Source: an optimization exercise on an open RTL-to-GDS flow (aim: small area, a short achievable clock period and few clock cycles per item). Production flows keep margins and buffers that such runs may drop.
At most, simulation tests tie the RTL to the original design; equivalence was not proved.
Power is estimated from default activity; no workload was simulated.

// alu_scalar_seq_module
module alu_scalar_seq_module #(
    parameter int DATA_W = 8,
    parameter int DIM    = 5,
    localparam int NELEM = DIM * DIM,
    localparam int MAT_W = NELEM * DATA_W
) (
    input  logic              clk,
    input  logic              rst,
    input  logic              start,
    input  logic [MAT_W-1:0]  A_flat,
    input  logic [DATA_W-1:0] scalar,
    output logic [MAT_W-1:0]  C_flat,
    output logic              overflow_flag,
    output logic              busy,
    output logic              done
);
Size in the first run: ~2400 cells after synthesis, ~23000 µm² of cells after synthesis.
Settings: LEC_CHECK=0, CAP_MARGIN=20, CORE_MARGIN=2, CORE_UTILIZATION=40, SETUP_SLACK_MARGIN=3, SLEW_MARGIN=20; clock period 9.0 ns.
standard.sh (not shown) runs the stock make flow with config.mk's settings and CLKGATE_MAP_FILE= SYNTH_SCRIPT=/design/flow/synth_recipe.tcl, a recipe that flattens the netlist after the stock synthesis.
==> flow/flow/run.sh <==
#!/bin/bash
# The standard layout, with the port buffers made of the smallest plain buffer instead of
# the delay cell buffer_ports picks by default.
set -euo pipefail
export BUFFER_PORTS_ARGS="-buffer_cell sky130_fd_sc_hd__buf_1"
bash standard.sh > standard_flow.log 2>&1
The first run went through all stages and came out clean.
Edit:
==> flow/flow/run.sh (replaced) <==
#!/bin/bash
# The standard layout (standard.sh) with two changes:
# - ABC maps the logic with flow/abc_delay.script, a delay-oriented mapping, instead of ORFS's
#   abc_speed.script; the rest of the synthesis is synth_recipe.tcl unchanged;
# - the port buffers are the smallest plain buffer instead of the delay cell buffer_ports picks.
set -euo pipefail
here=$(pwd)
export BUFFER_PORTS_ARGS="-buffer_cell sky130_fd_sc_hd__buf_1"
export MY_ABC_SCRIPT=$here/flow/abc_delay.script
{ head -n 1 synth_recipe.tcl; cat flow/abc_proc.tcl; tail -n +2 synth_recipe.tcl; } > flow_synth.tcl
sed "s|SYNTH_SCRIPT=[^ ]*|SYNTH_SCRIPT=$here/flow_synth.tcl|" standard.sh > flow_standard.sh
bash flow_standard.sh synth > synth.log 2>&1
bash standard.sh > layout.log 2>&1
==> flow/flow/abc_delay.script (new file) <==
strash
&get -n
&fraig -x
&put
scorr
dc2
strash
&get -n
&dch -f
&nf {D}
&put
buffer -p
upsize {D}
dnsize {D}
stime -p
==> flow/flow/abc_proc.tcl (new file) <==
# ABC maps the logic with the script MY_ABC_SCRIPT names instead of ORFS's.
proc abc {args} {
  set i [lsearch -exact $args -script]
  if { $i >= 0 } { lset args [expr {$i + 1}] $::env(MY_ABC_SCRIPT) }
  yosys abc {*}$args
}
Settings changed: SETUP_SLACK_MARGIN 3 to 4.
=> The new run finished clean; power goes up by a little under a tenth; die area goes down by a few percent; synthesized area goes down by a few percent; clock-buffer cell count goes up by 3.
Function was not checked in any run of this note: the RTL went through the layout flow alone.

========
Setup of JK:
Another version of the RTL of alu_scalar_seq_module (not shown whole).
Size in the first run: ~220 flip-flops.
// alu_scalar_seq_module
module alu_scalar_seq_module #(
    parameter int DATA_W = 8,
    parameter int DIM    = 5,
    localparam int NELEM = DIM * DIM,
    localparam int MAT_W = NELEM * DATA_W
) (
    input  logic              clk,
    input  logic              rst,
    input  logic              start,
    input  logic [MAT_W-1:0]  A_flat,
    input  logic [DATA_W-1:0] scalar,
    output logic [MAT_W-1:0]  C_flat,
    output logic              overflow_flag,
    output logic              busy,
    output logic              done
);
export LEC_CHECK = 0
export CAP_MARGIN = 20
export CORE_MARGIN = 2
export CORE_UTILIZATION = 40
export CTS_BUF_LIST = sky130_fd_sc_hd__clkbuf_8
export SETUP_SLACK_MARGIN = 4
export SLEW_MARGIN = 20
create_clock -name core_clock -period 9.0 [get_ports {clk}]
==> flow/flow/run.sh <==
#!/bin/bash
# The standard layout (standard.sh) with three changes:
# - no full-adder extraction before ABC (ADDER_MAP_FILE empty), so that ABC sees whole logic
#   cones and can time them;
# - ABC maps the logic with flow/abc_delay.script, a delay-oriented mapping, instead of ORFS's
#   abc_speed.script; the rest of the synthesis is synth_recipe.tcl unchanged;
# - the port buffers are the smallest plain buffer instead of the delay cell buffer_ports picks.
set -euo pipefail
here=$(pwd)
export ADDER_MAP_FILE=
export BUFFER_PORTS_ARGS="-buffer_cell sky130_fd_sc_hd__buf_1"
export MY_ABC_SCRIPT=$here/flow/abc_delay.script
{ head -n 1 synth_recipe.tcl; cat flow/abc_proc.tcl; tail -n +2 synth_recipe.tcl; } > flow_synth.tcl
sed "s|SYNTH_SCRIPT=[^ ]*|SYNTH_SCRIPT=$here/flow_synth.tcl|" standard.sh > flow_standard.sh
bash flow_standard.sh synth > synth.log 2>&1
bash standard.sh > layout.log 2>&1
==> flow/flow/abc_delay.script <==
strash
&get -n
&fraig -x
&put
scorr
dc2
strash
&get -n
&dch -f
&nf {D}
&put
buffer -p
upsize {D}
dnsize {D}
stime -p
==> flow/flow/abc_proc.tcl <==
# ABC maps the logic with the script MY_ABC_SCRIPT names instead of ORFS's.
proc abc {args} {
  set i [lsearch -exact $args -script]
  if { $i >= 0 } { lset args [expr {$i + 1}] $::env(MY_ABC_SCRIPT) }
  yosys abc {*}$args
}
JK went all the way through the flow, and no timing, DRC or antenna check failed.
Testbench counts of JK, summed over its fixed seeds: cycles 1,920, items 960.
Input changes introduced in MS (baseline for comparison: JK):
# JK
export LEC_CHECK = 0
export CAP_MARGIN = 20
export CORE_MARGIN = 2
export CORE_UTILIZATION = 40
export CTS_BUF_LIST = sky130_fd_sc_hd__clkbuf_8
export SETUP_SLACK_MARGIN = 4
export SLEW_MARGIN = 20
create_clock -name core_clock -period 9.0 [get_ports {clk}]
# MS
export LEC_CHECK = 0
export CAP_MARGIN = 20
export CORE_MARGIN = 2
export CORE_UTILIZATION = 55
export SETUP_SLACK_MARGIN = 4
export SLEW_MARGIN = 20
create_clock -name core_clock -period 9.0 [get_ports {clk}]
[summary]
- Lower final routed wire length divided by cell count among JK and MS: MS
- In MS, count of clock-buffer cells in the layout is lower than in JK.
- STATUS summed area of non-filler cells in the final layout: MS wins against JK
- Any difference in met3 global-route usage between MS and JK is small enough to ignore.
- Worst hold-check slack down 25 ps in MS wrt JK
- Going from JK to MS, the fraction of area in multi-input gates was found to have gone up by 0.53 points.
- Site row count ends up lower on MS.
- MS: area growth from synthesis to layout 1.2 points below JK
- Critical path data required time: MS vs JK down 50 ps
- Wire length after detailed routing of MS falls short of that of JK by a little under 10%.

-- re-timing with driven ports --
The results above use ideal ports. As a check the final layouts listed here were re-extracted and re-timed, cells and wires unchanged.
Step 1 assumes that a clkbuf_16 drives the clock port and a buf_2 every other input.
Step 2 adds t to the input delays and takes it off the output delays; t is the mean of the earliest and latest rising clock arrival at the registers after step 1. Input paths then give back, and output paths get back, about the clock's delay inside the block.
Slacks: ideal / step 1 / step 2; pairs: ideal / step 1.
| run | t, ns | setup WS [ns] | latest minus earliest clock arrival (ns) |
|---|---|---|---|
| the first run of note 1 | 0.650 | 3.058 / 3.097 / 2.447 | 0.028 / 0.028 |
| the second run of note 1 | 0.638 | 3.466 / 3.492 / 2.854 | 0.030 / 0.030 |
| JK | 0.675 | 4.005 / 4.014 / 3.339 | 0.034 / 0.034 |
| MS | 0.621 | 3.917 / 3.946 / 3.326 | 0.022 / 0.021 |
After both steps every run listed still meets setup and hold. The setup slack of JK, which loses most, moves by +0.009 ns with the drivers and by -0.666 ns with both steps.
